From an optimization exercise on the open Yosys and OpenROAD flow, aimed at small area, a short achievable clock period and few clock cycles per item; shortcuts taken in it are not production practice.
No functional check of the RTL was part of any run shown here.

--- design/flow/config.mk ---
export PLATFORM = sky130hd
export DESIGN_NAME = pe_requant
export DESIGN_NICKNAME = pe_requant
export VERILOG_FILES = /design/flow/design.v
export SDC_FILE = /design/flow/constraint.sdc
export NUM_CORES = 4
export LEC_CHECK = 0
export CAP_MARGIN = 20
export CORE_MARGIN = 2
export CORE_UTILIZATION = 40
export SLEW_MARGIN = 20
--- design/flow/constraint.sdc ---
create_clock -name core_clock -period 9.0 [get_ports {clk}]
set_input_delay 1.8000 -clock core_clock [delete_from_list [all_inputs] [get_ports {clk}]]
set_output_delay 1.8000 -clock core_clock [all_outputs]
set_load 0.01 [all_outputs]
--- design/flow/design.v ---
module pe_requant #(
    parameter int ACC_W  = 32,
    parameter int MULT_W = 16,
    parameter int CNT_W  = 16
) (
    input  logic              clk,
    input  logic              rst_n,
    input  logic              in_valid,
    output logic              in_ready,
    input  logic [ACC_W-1:0]  in_acc,
    input  logic [ACC_W-1:0]  in_bias,
    input  logic              in_last,
    output logic              out_valid,
    input  logic              out_ready,
    output logic [7:0]        out_data,
    output logic              out_last,
    input  logic              cfg_we,
    input  logic [MULT_W-1:0] cfg_mult,
    input  logic [4:0]        cfg_shift,
    input  logic [7:0]        cfg_zp,
    output logic              busy,
    output logic [CNT_W-1:0]  out_count
);
    localparam int SUM_W = ACC_W + 1;    
    localparam int W     = 50;           
    localparam int NDIG  = 9;            
    logic [NDIG-1:0] bone;
    logic [NDIG-2:0] btwo, bneg;
    logic [4:0]      cfg_shift_q;
    logic [7:0]      cfg_zp_q;
    logic        s1_vld, s2_vld;
    logic        s1_last, s2_last;
    logic [2:0]  fq_vld;                  
    logic [8:0]  fq_dat [3];              
    logic        room_q;                  
    logic        any_q;                   
    logic        in_fire, pop, cfg_apply;
    assign in_ready  = room_q || out_ready;
    assign in_fire   = in_valid && in_ready;
    assign busy      = any_q || in_valid;
    assign cfg_apply = cfg_we && !busy;
    assign out_valid = fq_vld[0];
    assign out_data  = fq_dat[0][7:0];
    assign out_last  = fq_dat[0][8];
    assign pop       = fq_vld[0] && out_ready;
    logic [SUM_W-1:0] s1_sum;
    always_ff @(posedge clk) begin
        s1_sum  <= {in_acc[ACC_W-1], in_acc} + {in_bias[ACC_W-1], in_bias};
        s1_last <= in_last;
    end
    logic [SUM_W:0] pp0, pp1, pp2, pp3, pp4, pp5, pp6, pp7, pp8;
    logic [SUM_W+1:0] se;
    assign se = {s1_sum[SUM_W-1], s1_sum, 1'b0};
    function automatic [SUM_W:0] brow(input [SUM_W+1:0] s, input one, input two, input ng);
        brow = (({(SUM_W+1){one}} & s[SUM_W+1:1]) | ({(SUM_W+1){two}} & s[SUM_W:0]))
             ^ {(SUM_W+1){ng}};
    endfunction
    assign pp0 = brow(se, bone[0], btwo[0], bneg[0]);
    assign pp1 = brow(se, bone[1], btwo[1], bneg[1]);
    assign pp2 = brow(se, bone[2], btwo[2], bneg[2]);
    assign pp3 = brow(se, bone[3], btwo[3], bneg[3]);
    assign pp4 = brow(se, bone[4], btwo[4], bneg[4]);
    assign pp5 = brow(se, bone[5], btwo[5], bneg[5]);
    assign pp6 = brow(se, bone[6], btwo[6], bneg[6]);
    assign pp7 = brow(se, bone[7], btwo[7], bneg[7]);
    assign pp8 = brow(se, bone[8], 1'b0, 1'b0);
    logic [39:0] bsh;
    logic [39:0] adda;
    assign bsh  = 40'({cfg_zp_q, 1'b1}) << cfg_shift_q;
    assign adda = {1'b0, bsh[39:1]} + 40'h5600000000;
    logic t0, t1, t2, t3, t4, t5, t6, t7, t8, t9, t10, t11, t12, t13, t14, t15, t16, t17, t18, t19, t20, t21, t22, t23, t24, t25, t26, t27, t28, t29, t30, t31, t32, t33, t34, t35, t36, t37, t38, t39, t40, t41, t42, t43, t44, t45, t46, t47, t48, t49, t50, t51, t52, t53, t54, t55, t56, t57, t58, t59, t60, t61, t62, t63, t64, t65, t66, t67, t68, t69, t70, t71, t72, t73, t74, t75, t76, t77, t78, t79, t80, t81, t82, t83, t84, t85, t86, t87, t88, t89, t90, t91, t92, t93, t94, t95, t96, t97, t98, t99, t100, t101, t102, t103, t104, t105, t106, t107, t108, t109, t110, t111, t112, t113, t114, t115, t116, t117, t118, t119, t120, t121, t122, t123, t124, t125, t126, t127, t128, t129, t130, t131, t132, t133, t134, t135, t136, t137, t138, t139, t140, t141, t142, t143, t144, t145, t146, t147, t148, t149, t150, t151, t152, t153, t154, t155, t156, t157, t158, t159, t160, t161, t162, t163, t164, t165, t166, t167, t168, t169, t170, t171, t172, t173, t174, t175, t176, t177, t178, t179, t180, t181, t182, t183, t184, t185, t186, t187, t188, t189, t190, t191, t192, t193, t194, t195, t196, t197, t198, t199, t200, t201, t202, t203, t204, t205, t206, t207, t208, t209, t210, t211, t212, t213, t214, t215, t216, t217, t218, t219, t220, t221, t222, t223, t224, t225, t226, t227, t228, t229, t230, t231, t232, t233, t234, t235, t236, t237, t238, t239, t240, t241, t242, t243, t244, t245, t246, t247, t248, t249, t250, t251, t252, t253, t254, t255, t256, t257, t258, t259, t260, t261, t262, t263, t264, t265, t266, t267, t268, t269, t270, t271, t272, t273, t274, t275, t276, t277, t278, t279, t280, t281, t282, t283, t284, t285, t286, t287, t288, t289, t290, t291, t292, t293, t294, t295, t296, t297, t298, t299, t300, t301, t302, t303, t304, t305, t306, t307, t308, t309, t310, t311, t312, t313, t314, t315, t316, t317, t318, t319, t320, t321, t322, t323, t324, t325, t326, t327, t328, t329, t330, t331, t332, t333, t334, t335, t336, t337, t338, t339, t340, t341, t342, t343, t344, t345, t346, t347, t348, t349, t350, t351, t352, t353, t354, t355, t356, t357, t358, t359, t360, t361, t362, t363, t364, t365, t366, t367, t368, t369, t370, t371, t372, t373, t374, t375, t376, t377, t378, t379, t380, t381, t382, t383, t384, t385, t386, t387, t388, t389, t390, t391, t392, t393, t394, t395, t396, t397, t398, t399, t400, t401, t402, t403, t404, t405, t406, t407, t408, t409, t410, t411, t412, t413, t414, t415, t416, t417, t418, t419, t420, t421, t422, t423, t424, t425, t426, t427, t428, t429, t430, t431, t432, t433, t434, t435, t436, t437, t438, t439, t440, t441, t442, t443, t444, t445, t446, t447, t448, t449, t450, t451, t452, t453, t454, t455, t456, t457, t458, t459, t460, t461, t462, t463, t464, t465, t466, t467, t468, t469, t470, t471, t472, t473, t474, t475, t476, t477, t478, t479, t480, t481, t482, t483, t484, t485, t486, t487, t488, t489, t490, t491, t492, t493, t494, t495, t496, t497, t498, t499, t500, t501, t502, t503, t504, t505, t506, t507, t508, t509, t510, t511, t512, t513, t514, t515, t516, t517, t518, t519, t520, t521, t522, t523, t524, t525, t526, t527, t528, t529, t530, t531, t532, t533, t534, t535, t536, t537, t538, t539, t540, t541, t542, t543, t544, t545, t546, t547, t548, t549, t550, t551, t552, t553, t554, t555, t556, t557, t558, t559, t560, t561, t562, t563, t564, t565, t566, t567, t568, t569, t570, t571, t572, t573, t574, t575, t576, t577;
    assign t0 = pp0[10] ^ pp1[8];
    assign t1 = pp0[10] & pp1[8];
    assign t2 = pp0[11] ^ pp1[9];
    assign t3 = pp0[11] & pp1[9];
    assign t4 = pp0[12] ^ pp1[10] ^ pp2[8];
    assign t5 = (pp0[12] & pp1[10]) | (pp0[12] & pp2[8]) | (pp1[10] & pp2[8]);
    assign t6 = pp3[6] ^ pp4[4];
    assign t7 = pp3[6] & pp4[4];
    assign t8 = pp0[13] ^ pp1[11] ^ pp2[9];
    assign t9 = (pp0[13] & pp1[11]) | (pp0[13] & pp2[9]) | (pp1[11] & pp2[9]);
    assign t10 = pp3[7] ^ pp4[5];
    assign t11 = pp3[7] & pp4[5];
    assign t12 = pp0[14] ^ pp1[12] ^ pp2[10];
    assign t13 = (pp0[14] & pp1[12]) | (pp0[14] & pp2[10]) | (pp1[12] & pp2[10]);
    assign t14 = pp3[8] ^ pp4[6] ^ pp5[4];
    assign t15 = (pp3[8] & pp4[6]) | (pp3[8] & pp5[4]) | (pp4[6] & pp5[4]);
    assign t16 = pp6[2] ^ pp7[0];
    assign t17 = pp6[2] & pp7[0];
    assign t18 = pp0[15] ^ pp1[13] ^ pp2[11];
    assign t19 = (pp0[15] & pp1[13]) | (pp0[15] & pp2[11]) | (pp1[13] & pp2[11]);
    assign t20 = pp3[9] ^ pp4[7] ^ pp5[5];
    assign t21 = (pp3[9] & pp4[7]) | (pp3[9] & pp5[5]) | (pp4[7] & pp5[5]);
    assign t22 = pp6[3] ^ pp7[1];
    assign t23 = pp6[3] & pp7[1];
    assign t24 = pp0[16] ^ pp1[14] ^ pp2[12];
    assign t25 = (pp0[16] & pp1[14]) | (pp0[16] & pp2[12]) | (pp1[14] & pp2[12]);
    assign t26 = pp3[10] ^ pp4[8] ^ pp5[6];
    assign t27 = (pp3[10] & pp4[8]) | (pp3[10] & pp5[6]) | (pp4[8] & pp5[6]);
    assign t28 = pp6[4] ^ pp7[2] ^ pp8[0];
    assign t29 = (pp6[4] & pp7[2]) | (pp6[4] & pp8[0]) | (pp7[2] & pp8[0]);
    assign t30 = pp0[17] ^ pp1[15] ^ pp2[13];
    assign t31 = (pp0[17] & pp1[15]) | (pp0[17] & pp2[13]) | (pp1[15] & pp2[13]);
    assign t32 = pp3[11] ^ pp4[9] ^ pp5[7];
    assign t33 = (pp3[11] & pp4[9]) | (pp3[11] & pp5[7]) | (pp4[9] & pp5[7]);
    assign t34 = pp6[5] ^ pp7[3] ^ pp8[1];
    assign t35 = (pp6[5] & pp7[3]) | (pp6[5] & pp8[1]) | (pp7[3] & pp8[1]);
    assign t36 = pp0[18] ^ pp1[16] ^ pp2[14];
    assign t37 = (pp0[18] & pp1[16]) | (pp0[18] & pp2[14]) | (pp1[16] & pp2[14]);
    assign t38 = pp3[12] ^ pp4[10] ^ pp5[8];
    assign t39 = (pp3[12] & pp4[10]) | (pp3[12] & pp5[8]) | (pp4[10] & pp5[8]);
    assign t40 = pp6[6] ^ pp7[4] ^ pp8[2];
    assign t41 = (pp6[6] & pp7[4]) | (pp6[6] & pp8[2]) | (pp7[4] & pp8[2]);
    assign t42 = pp0[19] ^ pp1[17] ^ pp2[15];
    assign t43 = (pp0[19] & pp1[17]) | (pp0[19] & pp2[15]) | (pp1[17] & pp2[15]);
    assign t44 = pp3[13] ^ pp4[11] ^ pp5[9];
    assign t45 = (pp3[13] & pp4[11]) | (pp3[13] & pp5[9]) | (pp4[11] & pp5[9]);
    assign t46 = pp6[7] ^ pp7[5] ^ pp8[3];
    assign t47 = (pp6[7] & pp7[5]) | (pp6[7] & pp8[3]) | (pp7[5] & pp8[3]);
    assign t48 = pp0[20] ^ pp1[18] ^ pp2[16];
    assign t49 = (pp0[20] & pp1[18]) | (pp0[20] & pp2[16]) | (pp1[18] & pp2[16]);
    assign t50 = pp3[14] ^ pp4[12] ^ pp5[10];
    assign t51 = (pp3[14] & pp4[12]) | (pp3[14] & pp5[10]) | (pp4[12] & pp5[10]);
    assign t52 = pp6[8] ^ pp7[6] ^ pp8[4];
    assign t53 = (pp6[8] & pp7[6]) | (pp6[8] & pp8[4]) | (pp7[6] & pp8[4]);
    assign t54 = pp0[21] ^ pp1[19] ^ pp2[17];
    assign t55 = (pp0[21] & pp1[19]) | (pp0[21] & pp2[17]) | (pp1[19] & pp2[17]);
    assign t56 = pp3[15] ^ pp4[13] ^ pp5[11];
    assign t57 = (pp3[15] & pp4[13]) | (pp3[15] & pp5[11]) | (pp4[13] & pp5[11]);
    assign t58 = pp6[9] ^ pp7[7] ^ pp8[5];
    assign t59 = (pp6[9] & pp7[7]) | (pp6[9] & pp8[5]) | (pp7[7] & pp8[5]);
    assign t60 = pp0[22] ^ pp1[20] ^ pp2[18];
    assign t61 = (pp0[22] & pp1[20]) | (pp0[22] & pp2[18]) | (pp1[20] & pp2[18]);
    assign t62 = pp3[16] ^ pp4[14] ^ pp5[12];
    assign t63 = (pp3[16] & pp4[14]) | (pp3[16] & pp5[12]) | (pp4[14] & pp5[12]);
    assign t64 = pp6[10] ^ pp7[8] ^ pp8[6];
    assign t65 = (pp6[10] & pp7[8]) | (pp6[10] & pp8[6]) | (pp7[8] & pp8[6]);
    assign t66 = pp0[23] ^ pp1[21] ^ pp2[19];
    assign t67 = (pp0[23] & pp1[21]) | (pp0[23] & pp2[19]) | (pp1[21] & pp2[19]);
    assign t68 = pp3[17] ^ pp4[15] ^ pp5[13];
    assign t69 = (pp3[17] & pp4[15]) | (pp3[17] & pp5[13]) | (pp4[15] & pp5[13]);
    assign t70 = pp6[11] ^ pp7[9] ^ pp8[7];
    assign t71 = (pp6[11] & pp7[9]) | (pp6[11] & pp8[7]) | (pp7[9] & pp8[7]);
    assign t72 = pp0[24] ^ pp1[22] ^ pp2[20];
    assign t73 = (pp0[24] & pp1[22]) | (pp0[24] & pp2[20]) | (pp1[22] & pp2[20]);
    assign t74 = pp3[18] ^ pp4[16] ^ pp5[14];
    assign t75 = (pp3[18] & pp4[16]) | (pp3[18] & pp5[14]) | (pp4[16] & pp5[14]);
    assign t76 = pp6[12] ^ pp7[10] ^ pp8[8];
    assign t77 = (pp6[12] & pp7[10]) | (pp6[12] & pp8[8]) | (pp7[10] & pp8[8]);
    assign t78 = pp0[25] ^ pp1[23] ^ pp2[21];
    assign t79 = (pp0[25] & pp1[23]) | (pp0[25] & pp2[21]) | (pp1[23] & pp2[21]);
    assign t80 = pp3[19] ^ pp4[17] ^ pp5[15];
    assign t81 = (pp3[19] & pp4[17]) | (pp3[19] & pp5[15]) | (pp4[17] & pp5[15]);
    assign t82 = pp6[13] ^ pp7[11] ^ pp8[9];
    assign t83 = (pp6[13] & pp7[11]) | (pp6[13] & pp8[9]) | (pp7[11] & pp8[9]);
    assign t84 = pp0[26] ^ pp1[24] ^ pp2[22];
    assign t85 = (pp0[26] & pp1[24]) | (pp0[26] & pp2[22]) | (pp1[24] & pp2[22]);
    assign t86 = pp3[20] ^ pp4[18] ^ pp5[16];
    assign t87 = (pp3[20] & pp4[18]) | (pp3[20] & pp5[16]) | (pp4[18] & pp5[16]);
    assign t88 = pp6[14] ^ pp7[12] ^ pp8[10];
    assign t89 = (pp6[14] & pp7[12]) | (pp6[14] & pp8[10]) | (pp7[12] & pp8[10]);
    assign t90 = pp0[27] ^ pp1[25] ^ pp2[23];
    assign t91 = (pp0[27] & pp1[25]) | (pp0[27] & pp2[23]) | (pp1[25] & pp2[23]);
    assign t92 = pp3[21] ^ pp4[19] ^ pp5[17];
    assign t93 = (pp3[21] & pp4[19]) | (pp3[21] & pp5[17]) | (pp4[19] & pp5[17]);
    assign t94 = pp6[15] ^ pp7[13] ^ pp8[11];
    assign t95 = (pp6[15] & pp7[13]) | (pp6[15] & pp8[11]) | (pp7[13] & pp8[11]);
    assign t96 = pp0[28] ^ pp1[26] ^ pp2[24];
    assign t97 = (pp0[28] & pp1[26]) | (pp0[28] & pp2[24]) | (pp1[26] & pp2[24]);
    assign t98 = pp3[22] ^ pp4[20] ^ pp5[18];
    assign t99 = (pp3[22] & pp4[20]) | (pp3[22] & pp5[18]) | (pp4[20] & pp5[18]);
    assign t100 = pp6[16] ^ pp7[14] ^ pp8[12];
    assign t101 = (pp6[16] & pp7[14]) | (pp6[16] & pp8[12]) | (pp7[14] & pp8[12]);
    assign t102 = pp0[29] ^ pp1[27] ^ pp2[25];
    assign t103 = (pp0[29] & pp1[27]) | (pp0[29] & pp2[25]) | (pp1[27] & pp2[25]);
    assign t104 = pp3[23] ^ pp4[21] ^ pp5[19];
    assign t105 = (pp3[23] & pp4[21]) | (pp3[23] & pp5[19]) | (pp4[21] & pp5[19]);
    assign t106 = pp6[17] ^ pp7[15] ^ pp8[13];
    assign t107 = (pp6[17] & pp7[15]) | (pp6[17] & pp8[13]) | (pp7[15] & pp8[13]);
    assign t108 = pp0[30] ^ pp1[28] ^ pp2[26];
    assign t109 = (pp0[30] & pp1[28]) | (pp0[30] & pp2[26]) | (pp1[28] & pp2[26]);
    assign t110 = pp3[24] ^ pp4[22] ^ pp5[20];
    assign t111 = (pp3[24] & pp4[22]) | (pp3[24] & pp5[20]) | (pp4[22] & pp5[20]);
    assign t112 = pp6[18] ^ pp7[16] ^ pp8[14];
    assign t113 = (pp6[18] & pp7[16]) | (pp6[18] & pp8[14]) | (pp7[16] & pp8[14]);
    assign t114 = pp0[31] ^ pp1[29] ^ pp2[27];
    assign t115 = (pp0[31] & pp1[29]) | (pp0[31] & pp2[27]) | (pp1[29] & pp2[27]);
    assign t116 = pp3[25] ^ pp4[23] ^ pp5[21];
    assign t117 = (pp3[25] & pp4[23]) | (pp3[25] & pp5[21]) | (pp4[23] & pp5[21]);
    assign t118 = pp6[19] ^ pp7[17] ^ pp8[15];
    assign t119 = (pp6[19] & pp7[17]) | (pp6[19] & pp8[15]) | (pp7[17] & pp8[15]);
    assign t120 = pp0[32] ^ pp1[30] ^ pp2[28];
    assign t121 = (pp0[32] & pp1[30]) | (pp0[32] & pp2[28]) | (pp1[30] & pp2[28]);
    assign t122 = pp3[26] ^ pp4[24] ^ pp5[22];
    assign t123 = (pp3[26] & pp4[24]) | (pp3[26] & pp5[22]) | (pp4[24] & pp5[22]);
    assign t124 = pp6[20] ^ pp7[18] ^ pp8[16];
    assign t125 = (pp6[20] & pp7[18]) | (pp6[20] & pp8[16]) | (pp7[18] & pp8[16]);
    assign t126 = ~pp0[33] ^ pp1[31] ^ pp2[29];
    assign t127 = (~pp0[33] & pp1[31]) | (~pp0[33] & pp2[29]) | (pp1[31] & pp2[29]);
    assign t128 = pp3[27] ^ pp4[25] ^ pp5[23];
    assign t129 = (pp3[27] & pp4[25]) | (pp3[27] & pp5[23]) | (pp4[25] & pp5[23]);
    assign t130 = pp6[21] ^ pp7[19] ^ pp8[17];
    assign t131 = (pp6[21] & pp7[19]) | (pp6[21] & pp8[17]) | (pp7[19] & pp8[17]);
    assign t132 = pp1[32] ^ pp2[30] ^ pp3[28];
    assign t133 = (pp1[32] & pp2[30]) | (pp1[32] & pp3[28]) | (pp2[30] & pp3[28]);
    assign t134 = pp4[26] ^ pp5[24] ^ pp6[22];
    assign t135 = (pp4[26] & pp5[24]) | (pp4[26] & pp6[22]) | (pp5[24] & pp6[22]);
    assign t136 = pp7[20] ^ pp8[18];
    assign t137 = pp7[20] & pp8[18];
    assign t138 = ~pp1[33] ^ pp2[31] ^ pp3[29];
    assign t139 = (~pp1[33] & pp2[31]) | (~pp1[33] & pp3[29]) | (pp2[31] & pp3[29]);
    assign t140 = pp4[27] ^ pp5[25] ^ pp6[23];
    assign t141 = (pp4[27] & pp5[25]) | (pp4[27] & pp6[23]) | (pp5[25] & pp6[23]);
    assign t142 = pp7[21] ^ pp8[19];
    assign t143 = pp7[21] & pp8[19];
    assign t144 = pp2[32] ^ pp3[30] ^ pp4[28];
    assign t145 = (pp2[32] & pp3[30]) | (pp2[32] & pp4[28]) | (pp3[30] & pp4[28]);
    assign t146 = pp5[26] ^ pp6[24] ^ pp7[22];
    assign t147 = (pp5[26] & pp6[24]) | (pp5[26] & pp7[22]) | (pp6[24] & pp7[22]);
    assign t148 = ~pp2[33] ^ pp3[31] ^ pp4[29];
    assign t149 = (~pp2[33] & pp3[31]) | (~pp2[33] & pp4[29]) | (pp3[31] & pp4[29]);
    assign t150 = pp5[27] ^ pp6[25];
    assign t151 = pp5[27] & pp6[25];
    assign t152 = pp3[32] ^ pp4[30] ^ pp5[28];
    assign t153 = (pp3[32] & pp4[30]) | (pp3[32] & pp5[28]) | (pp4[30] & pp5[28]);
    assign t154 = ~pp3[33] ^ pp4[31];
    assign t155 = ~pp3[33] & pp4[31];
    assign t156 = pp4[32] ^ pp5[30];
    assign t157 = pp4[32] & pp5[30];
    assign t158 = pp0[6] ^ pp1[4];
    assign t159 = pp0[6] & pp1[4];
    assign t160 = pp0[7] ^ pp1[5];
    assign t161 = pp0[7] & pp1[5];
    assign t162 = pp0[8] ^ pp1[6] ^ pp2[4];
    assign t163 = (pp0[8] & pp1[6]) | (pp0[8] & pp2[4]) | (pp1[6] & pp2[4]);
    assign t164 = pp3[2] ^ pp4[0];
    assign t165 = pp3[2] & pp4[0];
    assign t166 = pp0[9] ^ pp1[7] ^ pp2[5];
    assign t167 = (pp0[9] & pp1[7]) | (pp0[9] & pp2[5]) | (pp1[7] & pp2[5]);
    assign t168 = pp3[3] ^ pp4[1];
    assign t169 = pp3[3] & pp4[1];
    assign t170 = t0 ^ pp2[6] ^ pp3[4];
    assign t171 = (t0 & pp2[6]) | (t0 & pp3[4]) | (pp2[6] & pp3[4]);
    assign t172 = pp4[2] ^ pp5[0] ^ bneg[5];
    assign t173 = (pp4[2] & pp5[0]) | (pp4[2] & bneg[5]) | (pp5[0] & bneg[5]);
    assign t174 = t2 ^ pp2[7] ^ pp3[5];
    assign t175 = (t2 & pp2[7]) | (t2 & pp3[5]) | (pp2[7] & pp3[5]);
    assign t176 = pp4[3] ^ pp5[1] ^ t1;
    assign t177 = (pp4[3] & pp5[1]) | (pp4[3] & t1) | (pp5[1] & t1);
    assign t178 = t4 ^ t6 ^ pp5[2];
    assign t179 = (t4 & t6) | (t4 & pp5[2]) | (t6 & pp5[2]);
    assign t180 = pp6[0] ^ bneg[6] ^ t3;
    assign t181 = (pp6[0] & bneg[6]) | (pp6[0] & t3) | (bneg[6] & t3);
    assign t182 = t8 ^ t10 ^ pp5[3];
    assign t183 = (t8 & t10) | (t8 & pp5[3]) | (t10 & pp5[3]);
    assign t184 = pp6[1] ^ t5 ^ t7;
    assign t185 = (pp6[1] & t5) | (pp6[1] & t7) | (t5 & t7);
    assign t186 = t12 ^ t14 ^ t16;
    assign t187 = (t12 & t14) | (t12 & t16) | (t14 & t16);
    assign t188 = bneg[7] ^ t9 ^ t11;
    assign t189 = (bneg[7] & t9) | (bneg[7] & t11) | (t9 & t11);
    assign t190 = t18 ^ t20 ^ t22;
    assign t191 = (t18 & t20) | (t18 & t22) | (t20 & t22);
    assign t192 = t13 ^ t15 ^ t17;
    assign t193 = (t13 & t15) | (t13 & t17) | (t15 & t17);
    assign t194 = t24 ^ t26 ^ t28;
    assign t195 = (t24 & t26) | (t24 & t28) | (t26 & t28);
    assign t196 = t19 ^ t21 ^ t23;
    assign t197 = (t19 & t21) | (t19 & t23) | (t21 & t23);
    assign t198 = t30 ^ t32 ^ t34;
    assign t199 = (t30 & t32) | (t30 & t34) | (t32 & t34);
    assign t200 = t25 ^ t27 ^ t29;
    assign t201 = (t25 & t27) | (t25 & t29) | (t27 & t29);
    assign t202 = t36 ^ t38 ^ t40;
    assign t203 = (t36 & t38) | (t36 & t40) | (t38 & t40);
    assign t204 = t31 ^ t33 ^ t35;
    assign t205 = (t31 & t33) | (t31 & t35) | (t33 & t35);
    assign t206 = t42 ^ t44 ^ t46;
    assign t207 = (t42 & t44) | (t42 & t46) | (t44 & t46);
    assign t208 = t37 ^ t39 ^ t41;
    assign t209 = (t37 & t39) | (t37 & t41) | (t39 & t41);
    assign t210 = t48 ^ t50 ^ t52;
    assign t211 = (t48 & t50) | (t48 & t52) | (t50 & t52);
    assign t212 = t43 ^ t45 ^ t47;
    assign t213 = (t43 & t45) | (t43 & t47) | (t45 & t47);
    assign t214 = t54 ^ t56 ^ t58;
    assign t215 = (t54 & t56) | (t54 & t58) | (t56 & t58);
    assign t216 = t49 ^ t51 ^ t53;
    assign t217 = (t49 & t51) | (t49 & t53) | (t51 & t53);
    assign t218 = t60 ^ t62 ^ t64;
    assign t219 = (t60 & t62) | (t60 & t64) | (t62 & t64);
    assign t220 = t55 ^ t57 ^ t59;
    assign t221 = (t55 & t57) | (t55 & t59) | (t57 & t59);
    assign t222 = t66 ^ t68 ^ t70;
    assign t223 = (t66 & t68) | (t66 & t70) | (t68 & t70);
    assign t224 = t61 ^ t63 ^ t65;
    assign t225 = (t61 & t63) | (t61 & t65) | (t63 & t65);
    assign t226 = t72 ^ t74 ^ t76;
    assign t227 = (t72 & t74) | (t72 & t76) | (t74 & t76);
    assign t228 = t67 ^ t69 ^ t71;
    assign t229 = (t67 & t69) | (t67 & t71) | (t69 & t71);
    assign t230 = t78 ^ t80 ^ t82;
    assign t231 = (t78 & t80) | (t78 & t82) | (t80 & t82);
    assign t232 = t73 ^ t75 ^ t77;
    assign t233 = (t73 & t75) | (t73 & t77) | (t75 & t77);
    assign t234 = t84 ^ t86 ^ t88;
    assign t235 = (t84 & t86) | (t84 & t88) | (t86 & t88);
    assign t236 = t79 ^ t81 ^ t83;
    assign t237 = (t79 & t81) | (t79 & t83) | (t81 & t83);
    assign t238 = t90 ^ t92 ^ t94;
    assign t239 = (t90 & t92) | (t90 & t94) | (t92 & t94);
    assign t240 = t85 ^ t87 ^ t89;
    assign t241 = (t85 & t87) | (t85 & t89) | (t87 & t89);
    assign t242 = t96 ^ t98 ^ t100;
    assign t243 = (t96 & t98) | (t96 & t100) | (t98 & t100);
    assign t244 = t91 ^ t93 ^ t95;
    assign t245 = (t91 & t93) | (t91 & t95) | (t93 & t95);
    assign t246 = t102 ^ t104 ^ t106;
    assign t247 = (t102 & t104) | (t102 & t106) | (t104 & t106);
    assign t248 = t97 ^ t99 ^ t101;
    assign t249 = (t97 & t99) | (t97 & t101) | (t99 & t101);
    assign t250 = t108 ^ t110 ^ t112;
    assign t251 = (t108 & t110) | (t108 & t112) | (t110 & t112);
    assign t252 = t103 ^ t105 ^ t107;
    assign t253 = (t103 & t105) | (t103 & t107) | (t105 & t107);
    assign t254 = t114 ^ t116 ^ t118;
    assign t255 = (t114 & t116) | (t114 & t118) | (t116 & t118);
    assign t256 = t109 ^ t111 ^ t113;
    assign t257 = (t109 & t111) | (t109 & t113) | (t111 & t113);
    assign t258 = t120 ^ t122 ^ t124;
    assign t259 = (t120 & t122) | (t120 & t124) | (t122 & t124);
    assign t260 = t115 ^ t117 ^ t119;
    assign t261 = (t115 & t117) | (t115 & t119) | (t117 & t119);
    assign t262 = t126 ^ t128 ^ t130;
    assign t263 = (t126 & t128) | (t126 & t130) | (t128 & t130);
    assign t264 = t121 ^ t123 ^ t125;
    assign t265 = (t121 & t123) | (t121 & t125) | (t123 & t125);
    assign t266 = t132 ^ t134 ^ t136;
    assign t267 = (t132 & t134) | (t132 & t136) | (t134 & t136);
    assign t268 = t127 ^ t129 ^ t131;
    assign t269 = (t127 & t129) | (t127 & t131) | (t129 & t131);
    assign t270 = t138 ^ t140 ^ t142;
    assign t271 = (t138 & t140) | (t138 & t142) | (t140 & t142);
    assign t272 = t133 ^ t135 ^ t137;
    assign t273 = (t133 & t135) | (t133 & t137) | (t135 & t137);
    assign t274 = t144 ^ t146 ^ pp8[20];
    assign t275 = (t144 & t146) | (t144 & pp8[20]) | (t146 & pp8[20]);
    assign t276 = t139 ^ t141 ^ t143;
    assign t277 = (t139 & t141) | (t139 & t143) | (t141 & t143);
    assign t278 = t148 ^ t150 ^ pp7[23];
    assign t279 = (t148 & t150) | (t148 & pp7[23]) | (t150 & pp7[23]);
    assign t280 = pp8[21] ^ t145 ^ t147;
    assign t281 = (pp8[21] & t145) | (pp8[21] & t147) | (t145 & t147);
    assign t282 = t152 ^ pp6[26] ^ pp7[24];
    assign t283 = (t152 & pp6[26]) | (t152 & pp7[24]) | (pp6[26] & pp7[24]);
    assign t284 = pp8[22] ^ t149 ^ t151;
    assign t285 = (pp8[22] & t149) | (pp8[22] & t151) | (t149 & t151);
    assign t286 = t154 ^ pp5[29] ^ pp6[27];
    assign t287 = (t154 & pp5[29]) | (t154 & pp6[27]) | (pp5[29] & pp6[27]);
    assign t288 = pp7[25] ^ pp8[23] ^ t153;
    assign t289 = (pp7[25] & pp8[23]) | (pp7[25] & t153) | (pp8[23] & t153);
    assign t290 = t156 ^ pp6[28] ^ pp7[26];
    assign t291 = (t156 & pp6[28]) | (t156 & pp7[26]) | (pp6[28] & pp7[26]);
    assign t292 = pp8[24] ^ 1'b1 ^ t155;
    assign t293 = (pp8[24] & 1'b1) | (pp8[24] & t155) | (1'b1 & t155);
    assign t294 = ~pp4[33] ^ pp5[31] ^ pp6[29];
    assign t295 = (~pp4[33] & pp5[31]) | (~pp4[33] & pp6[29]) | (pp5[31] & pp6[29]);
    assign t296 = pp7[27] ^ pp8[25] ^ t157;
    assign t297 = (pp7[27] & pp8[25]) | (pp7[27] & t157) | (pp8[25] & t157);
    assign t298 = pp5[32] ^ pp6[30] ^ pp7[28];
    assign t299 = (pp5[32] & pp6[30]) | (pp5[32] & pp7[28]) | (pp6[30] & pp7[28]);
    assign t300 = pp8[26] ^ 1'b1;
    assign t301 = pp8[26] & 1'b1;
    assign t302 = ~pp5[33] ^ pp6[31] ^ pp7[29];
    assign t303 = (~pp5[33] & pp6[31]) | (~pp5[33] & pp7[29]) | (pp6[31] & pp7[29]);
    assign t304 = pp6[32] ^ pp7[30];
    assign t305 = pp6[32] & pp7[30];
    assign t306 = pp0[4] ^ pp1[2];
    assign t307 = pp0[4] & pp1[2];
    assign t308 = pp0[5] ^ pp1[3];
    assign t309 = pp0[5] & pp1[3];
    assign t310 = t158 ^ pp2[2] ^ pp3[0];
    assign t311 = (t158 & pp2[2]) | (t158 & pp3[0]) | (pp2[2] & pp3[0]);
    assign t312 = t160 ^ pp2[3] ^ pp3[1];
    assign t313 = (t160 & pp2[3]) | (t160 & pp3[1]) | (pp2[3] & pp3[1]);
    assign t314 = t162 ^ t164 ^ bneg[4];
    assign t315 = (t162 & t164) | (t162 & bneg[4]) | (t164 & bneg[4]);
    assign t316 = t166 ^ t168 ^ t163;
    assign t317 = (t166 & t168) | (t166 & t163) | (t168 & t163);
    assign t318 = t170 ^ t172 ^ t167;
    assign t319 = (t170 & t172) | (t170 & t167) | (t172 & t167);
    assign t320 = t174 ^ t176 ^ t171;
    assign t321 = (t174 & t176) | (t174 & t171) | (t176 & t171);
    assign t322 = t178 ^ t180 ^ t175;
    assign t323 = (t178 & t180) | (t178 & t175) | (t180 & t175);
    assign t324 = t182 ^ t184 ^ t179;
    assign t325 = (t182 & t184) | (t182 & t179) | (t184 & t179);
    assign t326 = t186 ^ t188 ^ t183;
    assign t327 = (t186 & t188) | (t186 & t183) | (t188 & t183);
    assign t328 = t190 ^ t192 ^ t187;
    assign t329 = (t190 & t192) | (t190 & t187) | (t192 & t187);
    assign t330 = t194 ^ t196 ^ t191;
    assign t331 = (t194 & t196) | (t194 & t191) | (t196 & t191);
    assign t332 = t198 ^ t200 ^ t195;
    assign t333 = (t198 & t200) | (t198 & t195) | (t200 & t195);
    assign t334 = t202 ^ t204 ^ t199;
    assign t335 = (t202 & t204) | (t202 & t199) | (t204 & t199);
    assign t336 = t206 ^ t208 ^ t203;
    assign t337 = (t206 & t208) | (t206 & t203) | (t208 & t203);
    assign t338 = t210 ^ t212 ^ t207;
    assign t339 = (t210 & t212) | (t210 & t207) | (t212 & t207);
    assign t340 = t214 ^ t216 ^ t211;
    assign t341 = (t214 & t216) | (t214 & t211) | (t216 & t211);
    assign t342 = t218 ^ t220 ^ t215;
    assign t343 = (t218 & t220) | (t218 & t215) | (t220 & t215);
    assign t344 = t222 ^ t224 ^ t219;
    assign t345 = (t222 & t224) | (t222 & t219) | (t224 & t219);
    assign t346 = t226 ^ t228 ^ t223;
    assign t347 = (t226 & t228) | (t226 & t223) | (t228 & t223);
    assign t348 = t230 ^ t232 ^ t227;
    assign t349 = (t230 & t232) | (t230 & t227) | (t232 & t227);
    assign t350 = t234 ^ t236 ^ t231;
    assign t351 = (t234 & t236) | (t234 & t231) | (t236 & t231);
    assign t352 = t238 ^ t240 ^ t235;
    assign t353 = (t238 & t240) | (t238 & t235) | (t240 & t235);
    assign t354 = t242 ^ t244 ^ t239;
    assign t355 = (t242 & t244) | (t242 & t239) | (t244 & t239);
    assign t356 = t246 ^ t248 ^ t243;
    assign t357 = (t246 & t248) | (t246 & t243) | (t248 & t243);
    assign t358 = t250 ^ t252 ^ t247;
    assign t359 = (t250 & t252) | (t250 & t247) | (t252 & t247);
    assign t360 = t254 ^ t256 ^ t251;
    assign t361 = (t254 & t256) | (t254 & t251) | (t256 & t251);
    assign t362 = t258 ^ t260 ^ t255;
    assign t363 = (t258 & t260) | (t258 & t255) | (t260 & t255);
    assign t364 = t262 ^ t264 ^ t259;
    assign t365 = (t262 & t264) | (t262 & t259) | (t264 & t259);
    assign t366 = t266 ^ t268 ^ t263;
    assign t367 = (t266 & t268) | (t266 & t263) | (t268 & t263);
    assign t368 = t270 ^ t272 ^ t267;
    assign t369 = (t270 & t272) | (t270 & t267) | (t272 & t267);
    assign t370 = t274 ^ t276 ^ t271;
    assign t371 = (t274 & t276) | (t274 & t271) | (t276 & t271);
    assign t372 = t278 ^ t280 ^ t275;
    assign t373 = (t278 & t280) | (t278 & t275) | (t280 & t275);
    assign t374 = t282 ^ t284 ^ t279;
    assign t375 = (t282 & t284) | (t282 & t279) | (t284 & t279);
    assign t376 = t286 ^ t288 ^ t283;
    assign t377 = (t286 & t288) | (t286 & t283) | (t288 & t283);
    assign t378 = t290 ^ t292;
    assign t379 = t290 & t292;
    assign t380 = t294 ^ t296;
    assign t381 = t294 & t296;
    assign t382 = t298 ^ t300;
    assign t383 = t298 & t300;
    assign t384 = t302 ^ pp8[27];
    assign t385 = t302 & pp8[27];
    assign t386 = t304 ^ pp8[28];
    assign t387 = t304 & pp8[28];
    assign t388 = ~pp6[33] ^ pp7[31];
    assign t389 = ~pp6[33] & pp7[31];
    assign t390 = pp0[2] ^ pp1[0];
    assign t391 = pp0[2] & pp1[0];
    assign t392 = pp0[3] ^ pp1[1];
    assign t393 = pp0[3] & pp1[1];
    assign t394 = t306 ^ pp2[0] ^ bneg[2];
    assign t395 = (t306 & pp2[0]) | (t306 & bneg[2]) | (pp2[0] & bneg[2]);
    assign t396 = t308 ^ pp2[1] ^ adda[5];
    assign t397 = (t308 & pp2[1]) | (t308 & adda[5]) | (pp2[1] & adda[5]);
    assign t398 = t310 ^ bneg[3] ^ adda[6];
    assign t399 = (t310 & bneg[3]) | (t310 & adda[6]) | (bneg[3] & adda[6]);
    assign t400 = t312 ^ t159 ^ adda[7];
    assign t401 = (t312 & t159) | (t312 & adda[7]) | (t159 & adda[7]);
    assign t402 = t314 ^ t161 ^ adda[8];
    assign t403 = (t314 & t161) | (t314 & adda[8]) | (t161 & adda[8]);
    assign t404 = t316 ^ t165 ^ adda[9];
    assign t405 = (t316 & t165) | (t316 & adda[9]) | (t165 & adda[9]);
    assign t406 = t318 ^ t169 ^ adda[10];
    assign t407 = (t318 & t169) | (t318 & adda[10]) | (t169 & adda[10]);
    assign t408 = t320 ^ t173 ^ adda[11];
    assign t409 = (t320 & t173) | (t320 & adda[11]) | (t173 & adda[11]);
    assign t410 = t322 ^ t177 ^ adda[12];
    assign t411 = (t322 & t177) | (t322 & adda[12]) | (t177 & adda[12]);
    assign t412 = t324 ^ t181 ^ adda[13];
    assign t413 = (t324 & t181) | (t324 & adda[13]) | (t181 & adda[13]);
    assign t414 = t326 ^ t185 ^ adda[14];
    assign t415 = (t326 & t185) | (t326 & adda[14]) | (t185 & adda[14]);
    assign t416 = t328 ^ t189 ^ adda[15];
    assign t417 = (t328 & t189) | (t328 & adda[15]) | (t189 & adda[15]);
    assign t418 = t330 ^ t193 ^ adda[16];
    assign t419 = (t330 & t193) | (t330 & adda[16]) | (t193 & adda[16]);
    assign t420 = t332 ^ t197 ^ adda[17];
    assign t421 = (t332 & t197) | (t332 & adda[17]) | (t197 & adda[17]);
    assign t422 = t334 ^ t201 ^ adda[18];
    assign t423 = (t334 & t201) | (t334 & adda[18]) | (t201 & adda[18]);
    assign t424 = t336 ^ t205 ^ adda[19];
    assign t425 = (t336 & t205) | (t336 & adda[19]) | (t205 & adda[19]);
    assign t426 = t338 ^ t209 ^ adda[20];
    assign t427 = (t338 & t209) | (t338 & adda[20]) | (t209 & adda[20]);
    assign t428 = t340 ^ t213 ^ adda[21];
    assign t429 = (t340 & t213) | (t340 & adda[21]) | (t213 & adda[21]);
    assign t430 = t342 ^ t217 ^ adda[22];
    assign t431 = (t342 & t217) | (t342 & adda[22]) | (t217 & adda[22]);
    assign t432 = t344 ^ t221 ^ adda[23];
    assign t433 = (t344 & t221) | (t344 & adda[23]) | (t221 & adda[23]);
    assign t434 = t346 ^ t225 ^ adda[24];
    assign t435 = (t346 & t225) | (t346 & adda[24]) | (t225 & adda[24]);
    assign t436 = t348 ^ t229 ^ adda[25];
    assign t437 = (t348 & t229) | (t348 & adda[25]) | (t229 & adda[25]);
    assign t438 = t350 ^ t233 ^ adda[26];
    assign t439 = (t350 & t233) | (t350 & adda[26]) | (t233 & adda[26]);
    assign t440 = t352 ^ t237 ^ adda[27];
    assign t441 = (t352 & t237) | (t352 & adda[27]) | (t237 & adda[27]);
    assign t442 = t354 ^ t241 ^ adda[28];
    assign t443 = (t354 & t241) | (t354 & adda[28]) | (t241 & adda[28]);
    assign t444 = t356 ^ t245 ^ adda[29];
    assign t445 = (t356 & t245) | (t356 & adda[29]) | (t245 & adda[29]);
    assign t446 = t358 ^ t249 ^ adda[30];
    assign t447 = (t358 & t249) | (t358 & adda[30]) | (t249 & adda[30]);
    assign t448 = t360 ^ t253 ^ adda[31];
    assign t449 = (t360 & t253) | (t360 & adda[31]) | (t253 & adda[31]);
    assign t450 = t362 ^ t257 ^ adda[32];
    assign t451 = (t362 & t257) | (t362 & adda[32]) | (t257 & adda[32]);
    assign t452 = t364 ^ t261 ^ adda[33];
    assign t453 = (t364 & t261) | (t364 & adda[33]) | (t261 & adda[33]);
    assign t454 = t366 ^ t265 ^ adda[34];
    assign t455 = (t366 & t265) | (t366 & adda[34]) | (t265 & adda[34]);
    assign t456 = t368 ^ t269 ^ adda[35];
    assign t457 = (t368 & t269) | (t368 & adda[35]) | (t269 & adda[35]);
    assign t458 = t370 ^ t273 ^ adda[36];
    assign t459 = (t370 & t273) | (t370 & adda[36]) | (t273 & adda[36]);
    assign t460 = t372 ^ t277 ^ adda[37];
    assign t461 = (t372 & t277) | (t372 & adda[37]) | (t277 & adda[37]);
    assign t462 = t374 ^ t281 ^ adda[38];
    assign t463 = (t374 & t281) | (t374 & adda[38]) | (t281 & adda[38]);
    assign t464 = t376 ^ t285 ^ adda[39];
    assign t465 = (t376 & t285) | (t376 & adda[39]) | (t285 & adda[39]);
    assign t466 = t378 ^ t287 ^ t289;
    assign t467 = (t378 & t287) | (t378 & t289) | (t287 & t289);
    assign t468 = t380 ^ t291 ^ t293;
    assign t469 = (t380 & t291) | (t380 & t293) | (t291 & t293);
    assign t470 = t382 ^ t295 ^ t297;
    assign t471 = (t382 & t295) | (t382 & t297) | (t295 & t297);
    assign t472 = t384 ^ t299 ^ t301;
    assign t473 = (t384 & t299) | (t384 & t301) | (t299 & t301);
    assign t474 = t386 ^ 1'b1 ^ t303;
    assign t475 = (t386 & 1'b1) | (t386 & t303) | (1'b1 & t303);
    assign t476 = t388 ^ pp8[29] ^ t305;
    assign t477 = (t388 & pp8[29]) | (t388 & t305) | (pp8[29] & t305);
    assign t478 = pp7[32] ^ pp8[30] ^ 1'b1;
    assign t479 = (pp7[32] & pp8[30]) | (pp7[32] & 1'b1) | (pp8[30] & 1'b1);
    assign t480 = pp0[0] ^ bneg[0];
    assign t481 = pp0[0] & bneg[0];
    assign t482 = pp0[1] ^ adda[1];
    assign t483 = pp0[1] & adda[1];
    assign t484 = t390 ^ bneg[1] ^ adda[2];
    assign t485 = (t390 & bneg[1]) | (t390 & adda[2]) | (bneg[1] & adda[2]);
    assign t486 = t392 ^ adda[3] ^ t391;
    assign t487 = (t392 & adda[3]) | (t392 & t391) | (adda[3] & t391);
    assign t488 = t394 ^ adda[4] ^ t393;
    assign t489 = (t394 & adda[4]) | (t394 & t393) | (adda[4] & t393);
    assign t490 = t396 ^ t307 ^ t395;
    assign t491 = (t396 & t307) | (t396 & t395) | (t307 & t395);
    assign t492 = t398 ^ t309 ^ t397;
    assign t493 = (t398 & t309) | (t398 & t397) | (t309 & t397);
    assign t494 = t400 ^ t311 ^ t399;
    assign t495 = (t400 & t311) | (t400 & t399) | (t311 & t399);
    assign t496 = t402 ^ t313 ^ t401;
    assign t497 = (t402 & t313) | (t402 & t401) | (t313 & t401);
    assign t498 = t404 ^ t315 ^ t403;
    assign t499 = (t404 & t315) | (t404 & t403) | (t315 & t403);
    assign t500 = t406 ^ t317 ^ t405;
    assign t501 = (t406 & t317) | (t406 & t405) | (t317 & t405);
    assign t502 = t408 ^ t319 ^ t407;
    assign t503 = (t408 & t319) | (t408 & t407) | (t319 & t407);
    assign t504 = t410 ^ t321 ^ t409;
    assign t505 = (t410 & t321) | (t410 & t409) | (t321 & t409);
    assign t506 = t412 ^ t323 ^ t411;
    assign t507 = (t412 & t323) | (t412 & t411) | (t323 & t411);
    assign t508 = t414 ^ t325 ^ t413;
    assign t509 = (t414 & t325) | (t414 & t413) | (t325 & t413);
    assign t510 = t416 ^ t327 ^ t415;
    assign t511 = (t416 & t327) | (t416 & t415) | (t327 & t415);
    assign t512 = t418 ^ t329 ^ t417;
    assign t513 = (t418 & t329) | (t418 & t417) | (t329 & t417);
    assign t514 = t420 ^ t331 ^ t419;
    assign t515 = (t420 & t331) | (t420 & t419) | (t331 & t419);
    assign t516 = t422 ^ t333 ^ t421;
    assign t517 = (t422 & t333) | (t422 & t421) | (t333 & t421);
    assign t518 = t424 ^ t335 ^ t423;
    assign t519 = (t424 & t335) | (t424 & t423) | (t335 & t423);
    assign t520 = t426 ^ t337 ^ t425;
    assign t521 = (t426 & t337) | (t426 & t425) | (t337 & t425);
    assign t522 = t428 ^ t339 ^ t427;
    assign t523 = (t428 & t339) | (t428 & t427) | (t339 & t427);
    assign t524 = t430 ^ t341 ^ t429;
    assign t525 = (t430 & t341) | (t430 & t429) | (t341 & t429);
    assign t526 = t432 ^ t343 ^ t431;
    assign t527 = (t432 & t343) | (t432 & t431) | (t343 & t431);
    assign t528 = t434 ^ t345 ^ t433;
    assign t529 = (t434 & t345) | (t434 & t433) | (t345 & t433);
    assign t530 = t436 ^ t347 ^ t435;
    assign t531 = (t436 & t347) | (t436 & t435) | (t347 & t435);
    assign t532 = t438 ^ t349 ^ t437;
    assign t533 = (t438 & t349) | (t438 & t437) | (t349 & t437);
    assign t534 = t440 ^ t351 ^ t439;
    assign t535 = (t440 & t351) | (t440 & t439) | (t351 & t439);
    assign t536 = t442 ^ t353 ^ t441;
    assign t537 = (t442 & t353) | (t442 & t441) | (t353 & t441);
    assign t538 = t444 ^ t355 ^ t443;
    assign t539 = (t444 & t355) | (t444 & t443) | (t355 & t443);
    assign t540 = t446 ^ t357 ^ t445;
    assign t541 = (t446 & t357) | (t446 & t445) | (t357 & t445);
    assign t542 = t448 ^ t359 ^ t447;
    assign t543 = (t448 & t359) | (t448 & t447) | (t359 & t447);
    assign t544 = t450 ^ t361 ^ t449;
    assign t545 = (t450 & t361) | (t450 & t449) | (t361 & t449);
    assign t546 = t452 ^ t363 ^ t451;
    assign t547 = (t452 & t363) | (t452 & t451) | (t363 & t451);
    assign t548 = t454 ^ t365 ^ t453;
    assign t549 = (t454 & t365) | (t454 & t453) | (t365 & t453);
    assign t550 = t456 ^ t367 ^ t455;
    assign t551 = (t456 & t367) | (t456 & t455) | (t367 & t455);
    assign t552 = t458 ^ t369 ^ t457;
    assign t553 = (t458 & t369) | (t458 & t457) | (t369 & t457);
    assign t554 = t460 ^ t371 ^ t459;
    assign t555 = (t460 & t371) | (t460 & t459) | (t371 & t459);
    assign t556 = t462 ^ t373 ^ t461;
    assign t557 = (t462 & t373) | (t462 & t461) | (t373 & t461);
    assign t558 = t464 ^ t375 ^ t463;
    assign t559 = (t464 & t375) | (t464 & t463) | (t375 & t463);
    assign t560 = t466 ^ t377 ^ t465;
    assign t561 = (t466 & t377) | (t466 & t465) | (t377 & t465);
    assign t562 = t468 ^ t379 ^ t467;
    assign t563 = (t468 & t379) | (t468 & t467) | (t379 & t467);
    assign t564 = t470 ^ t381 ^ t469;
    assign t565 = (t470 & t381) | (t470 & t469) | (t381 & t469);
    assign t566 = t472 ^ t383 ^ t471;
    assign t567 = (t472 & t383) | (t472 & t471) | (t383 & t471);
    assign t568 = t474 ^ t385 ^ t473;
    assign t569 = (t474 & t385) | (t474 & t473) | (t385 & t473);
    assign t570 = t476 ^ t387 ^ t475;
    assign t571 = (t476 & t387) | (t476 & t475) | (t387 & t475);
    assign t572 = t478 ^ t389 ^ t477;
    assign t573 = (t478 & t389) | (t478 & t477) | (t389 & t477);
    assign t574 = ~pp7[33] ^ pp8[31] ^ t479;
    assign t575 = (~pp7[33] & pp8[31]) | (~pp7[33] & t479) | (pp8[31] & t479);
    assign t576 = pp8[32] ^ 1'b1;
    assign t577 = pp8[32] & 1'b1;
    logic [W-1:0] cs_x, cs_y;
    assign cs_x = {~pp8[33], t576, t574, t572, t570, t568, t566, t564, t562, t560, t558, t556, t554, t552, t550, t548, t546, t544, t542, t540, t538, t536, t534, t532, t530, t528, t526, t524, t522, t520, t518, t516, t514, t512, t510, t508, t506, t504, t502, t500, t498, t496, t494, t492, t490, t488, t486, t484, t482, t480};
    assign cs_y = {t577, t575, t573, t571, t569, t567, t565, t563, t561, t559, t557, t555, t553, t551, t549, t547, t545, t543, t541, t539, t537, t535, t533, t531, t529, t527, t525, t523, t521, t519, t517, t515, t513, t511, t509, t507, t505, t503, t501, t499, t497, t495, t493, t491, t489, t487, t485, t483, t481, adda[0]};
    logic [W-1:0] s2_x, s2_y;
    always_ff @(posedge clk) begin
        s2_x    <= cs_x;
        s2_y    <= cs_y;
        s2_last <= s1_last;
    end
    logic [W-1:0] p;
    logic [40:0]  hmask;
    logic [7:0]   win, res;
    logic         hi;
    always_comb begin
        p     = s2_x + s2_y;
        win   = 8'(p[38:0] >> cfg_shift_q);
        hmask = {41{1'b1}} << cfg_shift_q;
        hi    = |(p[48:8] & hmask);
        if (p[W-1])  res = 8'd0;
        else if (hi) res = 8'd255;
        else         res = win;
    end
    logic [2:0] vld_sh;
    logic [8:0] dat_sh [3];
    logic [8:0] res_w;
    assign res_w = {s2_last, res};
    always_comb begin
        if (pop) begin
            vld_sh    = {1'b0, fq_vld[2:1]};
            dat_sh[0] = fq_dat[1];
            dat_sh[1] = fq_dat[2];
            dat_sh[2] = fq_dat[2];
        end else begin
            vld_sh    = fq_vld;
            dat_sh[0] = fq_dat[0];
            dat_sh[1] = fq_dat[1];
            dat_sh[2] = fq_dat[2];
        end
    end
    always_ff @(posedge clk) begin
        for (int k = 0; k < 3; k++) begin
            if (s2_vld && !vld_sh[k] && (k == 0 || vld_sh[k-1])) fq_dat[k] <= res_w;
            else                                                  fq_dat[k] <= dat_sh[k];
        end
    end
    logic [2:0] vld_nxt;
    logic       v1_nxt, v2_nxt;
    always_comb begin
        vld_nxt = s2_vld ? {vld_sh[1:0], 1'b1} : vld_sh;
        v1_nxt  = in_fire;
        v2_nxt  = s1_vld;
    end
    always_ff @(posedge clk or negedge rst_n) begin
        if (!rst_n) begin
            s1_vld <= 1'b0;
            s2_vld <= 1'b0;
            fq_vld <= 3'b000;
            room_q <= 1'b1;
            any_q  <= 1'b0;
        end else begin
            s1_vld <= v1_nxt;
            s2_vld <= v2_nxt;
            fq_vld <= vld_nxt;
            room_q <= (32'(vld_nxt[0]) + 32'(vld_nxt[1]) + 32'(vld_nxt[2]) + 32'(v1_nxt) + 32'(v2_nxt)) < 3;
            any_q  <= vld_nxt[0] || v1_nxt || v2_nxt;
        end
    end
    logic [17:0] mx;
    logic [NDIG-1:0] bone_n;
    logic [NDIG-2:0] btwo_n, bneg_n;
    assign mx = {2'b00, cfg_mult};
    always_comb begin
        for (int j = 0; j < NDIG; j++) begin
            logic m2, m1, m0;
            m2 = mx[2*j+1];
            m1 = mx[2*j];
            m0 = (j == 0) ? 1'b0 : mx[2*j-1];
            bone_n[j] = m1 ^ m0;
            if (j < NDIG - 1) begin
                btwo_n[j] = (m2 & ~m1 & ~m0) | (~m2 & m1 & m0);
                bneg_n[j] = m2 & ~(m1 & m0);
            end
        end
    end
    always_ff @(posedge clk or negedge rst_n) begin
        if (!rst_n) begin
            bone        <= NDIG'(1);         
            btwo        <= '0;
            bneg        <= '0;
            cfg_shift_q <= 5'd0;
            cfg_zp_q    <= 8'd0;
        end else if (cfg_apply) begin
            bone        <= bone_n;
            btwo        <= btwo_n;
            bneg        <= bneg_n;
            cfg_shift_q <= cfg_shift;
            cfg_zp_q    <= cfg_zp;
        end
    end
    always_ff @(posedge clk or negedge rst_n) begin
        if (!rst_n) begin
            out_count <= '0;
        end else if (cfg_apply) begin
            out_count <= '0;
        end else if (pop) begin
            out_count <= out_count + CNT_W'(1);
        end
    end
endmodule
--- design/flow/run.sh ---
#!/bin/bash
# synth_recipe.tcl (not shown) runs the flow's synth.tcl, then flattens the netlist and writes it again
# the make line also repeats each setting of config.mk as NAME=value (left out here)
make -C /OpenROAD-flow-scripts/flow DESIGN_CONFIG=/design/flow/config.mk WORK_HOME=/design/flow/orfs CLKGATE_MAP_FILE= SYNTH_SCRIPT=/design/flow/synth_recipe.tcl finish
==> results.toml, run 1 <==
[synthesis]
ys_async_sr_fraction = 0.275
synth_top_family_by_area = "adder cells"
syn-cell-area_mm2 = 0.0262
synthSimpleGateAreaFrac = 0.126
synthAdderAreaFrac = 0.254
synth_cell_type_count = 100
ys_ff_latch = 222
syn-num-nets = 3470
yosysWarningCount = 4
muxShareOfSynthArea = 0.0308
yosysSeqAreaShare = 0.191
ys.flop_type = "dfxtp_1"
synth_edf_count = 27
syn_avg_cell_area_um2 = 8.77
synthCells = 2992
synth-xor-area-share = 0.115
synth_compound_area_frac = 0.203

[setup_path]
end_kind = "register"
criticalPathCategory = "in2reg"
crit_path_start_kind = "input pin"
crit_arrival_ns = 5.43
crit_required_ns = 9.43
cp_max_fo = 5

[floorplanning]
core_area_mm2 = 0.0647
pin_count = 127
die_h_um = 260
die-area_mm2 = 0.0676
dieWidth_um = 260
start_util = 0.405
rows = 93

[clocking]
cts_sinks = 222
cts_hold_buf = 0
tritoncts = "yes"
clock_latency_ns = 0.58
cts_resized = 0
numCtsBuffers = 26
post_cts_buffers = 0
htree_levels = 1
clkTransAtPathRegs_ns = 0.06
cts-root-buf = "clkbuf_16"
cts_buffer_depth = 3

[placed_design]
pre_cts_slack_ns = 3.45
place_congestion = 0.934
numPortBuffers = 126
dp_hpwl_mm = 62.2

[detailed_routing]
drc_errors = 0
num_vias = 22326
via_per_inst = 5.87
first_pass_iters = 9
wl_per_cell_um = 22.2
postRouteWirelength_mm = 84.6
detail-route-antenna-nets = 0
drt_iter0_drc = 2437

[grt]
use_met1 = 0.336
globalRouteTotalUtil = 0.249
busiest_layer = "met2"
grt_use_met2 = 0.405
grt_pass1_wl_mm = 133
grt_pass1_vias = 22756
antenna_found_initial = 0
grt_max_degree = 68
grt_util_met3 = 0.0356
grt-ovfl-total = 0

[run_status]
outcome = "complete, no violations"

[sta]
setup_violations = 0
finalClockSkew_ns = 0.0326
worst_pin_slew_ns = 1.04
period_needed_ns = 5.00
hold_viol = 0
rsz0062_at_grt = "false"
fmax_ghz = 0.200
fin_setup_tns_ns = 0
slew_headroom = 0.301
finalCritPeriodShare = 0.555
drv_slew = 0
layout_setup_ws_ns = 4.00

[final_layout]
final_common_cell = "inv_1"
drive_gt1_frac = 0.0604
final_util = 0.444
area_growth_syn_to_layout_pct = 9.56
fin_nets = 3408
final_cell_mix = "294 x inv_1, 257 x a22oi_1, 257 x fa_1"
fillers = 6308

[worst_hold_path]
hold_class = "reg2reg"

[run]
drv_cap = 0
-- state kept, by name, indices dropped and copies added (netlist names), 3 cells and up --
register and flops:
bneg 8, cfg_zp_q 8, s2_y 50, s1_sum 33, cfg_shift_q 5, bone 9
fq_dat 27, out_count 16, btwo 8, s2_x 49, fq_vld 3
-- final timing paths --
kind	startpoint	depth (start not counted)	slack (ns)	to
max reg2reg	s2_x[3]	13	4.13	fq_dat[1][4]
min in group asynchronous	rst_n	2	1.39	bone[2]
max	in_acc[1]	14	4.00	s1_sum[31]
min reg2reg	s1_last	0	0.33	s2_last
min	s1_last	0	0.33	s2_last
max in group asynchronous	rst_n	2	7.01	cfg_shift_q[3]
-- layout make-up --
type	count	area, µm²	share of cell area
Multi-Input combinational cell	2220	19100	0.665
Tap cell	855	1070	0.0372
Inverter	298	1120	0.0389
Clock buffer	31	691	0.0240
Timing Repair Buffer	162	1530	0.0531
Clock inverter	15	176	0.00614
Sequential cell	222	5030	0.175
Antenna cell	1	2.50	0.0000871
-- cell families after synthesis --
group / count (synthesis)
AND/OR/NAND/NOR: 680
adder cells (fa/ha/maj): 379
multiplexers: 63
AO/OA/AOI/OAI: 754
flip-flops: 222
buffers and inverters: 550
XOR/XNOR: 344
-- worst max-delay path: stages --
cell,delay [ns]
clkdlybuf4s50_1,0.43
ha_1,0.31
a21o_1,0.18
a21oi_1,0.21
o21bai_1,0.09
a21oi_1,0.35
nor3_1,0.14
o21ai_0,0.34
o21ai_0,0.22
a31oi_1,0.48
o311ai_0,0.32
o31a_1,0.34
mux2i_1,0.16
nand2_1,0.06
-- synth_stat cells, types with 23 or more instances --
library cell  instances  area [µm²]
o21ai_0             102         510
inv_1               294        1100
dfxtp_1             134        2680
nand2_1             253         950
nor2_1              152         571
xnor2_1             230        2010
clkbuf_1            203         762
a211oi_1             33         248
a21oi_1             110         551
nand3_1              59         295
edfxtp_1             27         811
dfrtp_1              59        1480
buf_1                28         105
a21o_1               33         248
ha_1                122        1530
xor2_1              114         998
nor3_1               23         115
mux2i_1              29         290
fa_1                257        5140
a22oi_1             257        1930
and2_1               39         244
-- per-stage QoR --
stage | area [µm²] | instances | hold WS (ns)
CTS | 28700 | 3803 | 0.329
finish | 28700 | 3804 | 0.327
floorplan | 26200 | 2992 | 0.310
detailed placement | 27900 | 3757 | 0.314
global route | 28700 | 3803 | 0.339
global placement | 27900 | 3757 | 0.320
-- layer usage --
layer	wire [µm]	vias up
met1	35600	10779
met4	3100	0
met2	38900	1186
met5	0	-
met3	6990	213
li1	-	10148
==> inputs of run 2 (changes only) <==
--- a/design/flow/config.mk
+++ b/design/flow/config.mk
@@ -5,7 +5,9 @@
 export SDC_FILE = /design/flow/constraint.sdc
 export NUM_CORES = 4
 export LEC_CHECK = 0
+export ABC_CLOCK_PERIOD_IN_PS = 4400
 export CAP_MARGIN = 20
 export CORE_MARGIN = 2
-export CORE_UTILIZATION = 40
+export CORE_UTILIZATION = 55
+export SETUP_SLACK_MARGIN = 4.6
 export SLEW_MARGIN = 20
==> run 2 against run 1 <==
  * Still clean
  * Global-route usage is 8.9 points higher
  * Clock skew decreased by 0.013 ns
  * Cell area increased by 2.1%
  * Register-to-register slack improved by 0.50 ns
  * Critical path type is now reg2reg
  * Critical endpoint is now fq_dat[0][6]
  * Highest routed layer is now met5
==> results.toml, run 2 <==
[clocking]
numCtsBuffers = 26
cts_buffer_depth = 3
htree_levels = 1
tritoncts = "yes"
cts-root-buf = "clkbuf_16"
clock_latency_ns = 0.57
cts_sinks = 222
clkTransAtPathRegs_ns = 0.06

[worst_hold_path]
min_from = "s1_last"
hold_class = "reg2reg"

[setup_path]
r2r_start = "s2_x[0]"
cp_max_fo = 7
crit_required_ns = 9.38
startpoint = "s2_x[0]"
crit_path_start_kind = "register"
criticalPathCategory = "reg2reg"
crit_arrival_ns = 4.75
end_kind = "register"

[grt]
globalRouteTotalUtil = 0.338
grt_max_degree = 68
antenna_found_initial = 1
grt_pass1_wl_mm = 132
grt-ovfl-total = 0
grt_pass1_vias = 23345

[detailed_routing]
detail-route-antenna-nets = 0
postRouteWirelength_mm = 85.1
first_pass_iters = 7
wl_per_cell_um = 23.7
drt_iter0_drc = 2458
drc_errors = 0
num_vias = 22783
via_per_inst = 6.34

[final_layout]
fin_nets = 3434
layoutNonFillerInstCount = 3591
top_register = "s2_y"
largest_reg_flops = 50
area_growth_syn_to_layout_pct = 11.8
fillers = 4141
n_antenna_cell = 0
top_regs = "s2_y: 50 flops, s2_x: 49 flops, s1_sum: 33 flops"
final_common_cell = "inv_1"
final_cell_mix = "294 x inv_1, 257 x a22oi_1, 255 x fa_1"
drive_gt1_frac = 0.0995

[floorplanning]
dieWidth_um = 222
rows = 80
die-area_mm2 = 0.0494
start_util = 0.553
die_h_um = 222
core_area_mm2 = 0.0474
pin_count = 127

[sta]
fin_setup_tns_ns = 0
finalClockSkew_ns = 0.0192
rsz0062_at_grt = "true"
fmax_ghz = 0.229
worst_pin_slew_ns = 1.01
slew_headroom = 0.322
hold_viol = 0
drv_slew = 0
period_needed_ns = 4.37
finalCritPeriodShare = 0.486
setup_violations = 0

[synthesis]
yosysWarningCount = 4
synth.most_common_cell = "inv_1"
ys_ff_latch = 222
yosysTopAreaCell = "fa_1"
yosysSeqAreaShare = 0.191
yosys-top-cells-area = "fa_1 20%, dfxtp_1 10%, xnor2_1 7.7%"
ys.flop_type = "dfxtp_1"
syn-num-nets = 3470
synth_top_area_frac = 0.196
syn-cell-area_mm2 = 0.0262
synthCells = 2992
syn_avg_cell_area_um2 = 8.77
synth_cell_type_count = 100
synthTopCellsByCount = "294 x inv_1, 257 x a22oi_1, 257 x fa_1"
synth_edf_count = 27
ys_async_sr_fraction = 0.275

[run_status]
outcome = "complete, no violations"

[placed_design]
place_congestion = 0.985
dp_hpwl_mm = 60.5
numPortBuffers = 126
post-place-cells = 3514

[run]
drv_cap = 0
## run 2: changes by cell type in the layout (fill, tap and decap cells not counted), sizes merged, moves of 2 or more
cell	delta
clkinvlp	-5
clkbuf	+9
clkdlybuf4s50	-4
clkdlybuf4s15	+2
buf	+24
## run 2: path summary, 6_finish.rpt
kind                                        to  slack [ns]  cells after the start
worst max-delay path              fq_dat[0][6]        4.63                     14
worst min-delay path                   s2_last        0.35                      0
worst max register to register    fq_dat[0][6]        4.63                     14
worst min register to register         s2_last        0.35                      0
max in group asynchronous       cfg_shift_q[3]        6.94                      2
min in group asynchronous         out_count[7]        1.41                      2
## run 2: metal layers
| metal | GRT usage | vias to the layer above | routed length, µm |
|---|---|---|---|
| met5 | 0.00293 | - | 13 |
| met4 | 0.128 | 2 | 3130 |
| met3 | 0.0623 | 228 | 7640 |
| met2 | 0.545 | 1275 | 39200 |
| met1 | 0.453 | 11069 | 35200 |
| li1 | - | 10209 | - |
## run 2: area by class of cell
| type | instances | area, µm² | share of cell area |
|---|---|---|---|
| multi-input combinational | 2220 | 19800 | 0.674 |
| sequential | 222 | 5050 | 0.172 |
| timing repair buffer | 188 | 1760 | 0.0601 |
| inverter | 298 | 1120 | 0.0383 |
| tap | 615 | 769 | 0.0262 |
| clock buffer | 37 | 712 | 0.0243 |
| clock inverter | 11 | 138 | 0.00469 |
## run 2: logic make-up after synthesis
family	share of synthesized area
AND/OR/NAND/NOR	0.126
XOR/XNOR	0.115
adder cells (fa/ha/maj)	0.254
AO/OA/AOI/OAI	0.203
buffers and inverters	0.0801
flip-flops	0.191
multiplexers	0.0308
## run 2: worst max-delay path: stages (launching register included)
cell	delay, ns
dfxtp_1	0.32
ha_2	0.21
fa_2	0.23
a211oi_1	0.08
or3_4	0.42
a211o_4	0.37
a21oi_4	0.30
o41a_1	0.18
o311ai_0	0.32
and3_1	0.33
or4_1	0.56
a2bb2oi_1	0.30
a211oi_2	0.12
buf_4	0.21
o31ai_1	0.23
## run 2: metrics by stage
step                utilization  hold WS (ns)  setup WS (ns)  area [µm²]
floorplan                     -         0.310           4.63       26200
global placement          0.580         0.312           3.60       27500
detailed placement        0.580         0.344           3.56       27500
CTS                       0.605         0.356           4.56       28700
global route              0.618         0.353           4.44       29300
finish                    0.618         0.353           4.63       29300
## run 2: repair_timing
action,4_1_cts,5_1_grt
endpoints found under the setup margin,87,58
buffers inserted,9,20
pin swaps,19,40
hold buffers,0,0
resized for setup,63,104

-- static timing again, ports no longer ideal --
Ports are ideal in the flow. The routed layouts listed here were re-timed in OpenROAD.
Step 1 sets driving cells, clkbuf_16 on the clock port and buf_2 on the other inputs (assumed; they add their load-dependent delay and slew).
Step 2, shift: input delay + t, output delay - t, t = (earliest + latest rising clock arrival at the registers) / 2. This alone moves slack from input paths to output paths.
a / b / c = ideal / step 1 / step 2; a / b = the first two.
run | shift t [ns] | slack for setup (ns) | worst data-port slew with drivers (ns)
run 1 | 0.625 | 4.001 / 4.036 / 3.411 | 0.05
run 2 | 0.621 | 4.625 / 4.625 / 4.078 | 0.05
After both steps every run listed still meets setup and hold. For run 1, which loses most, drivers alone change the setup slack by +0.035 ns; drivers and shift together by -0.590 ns.
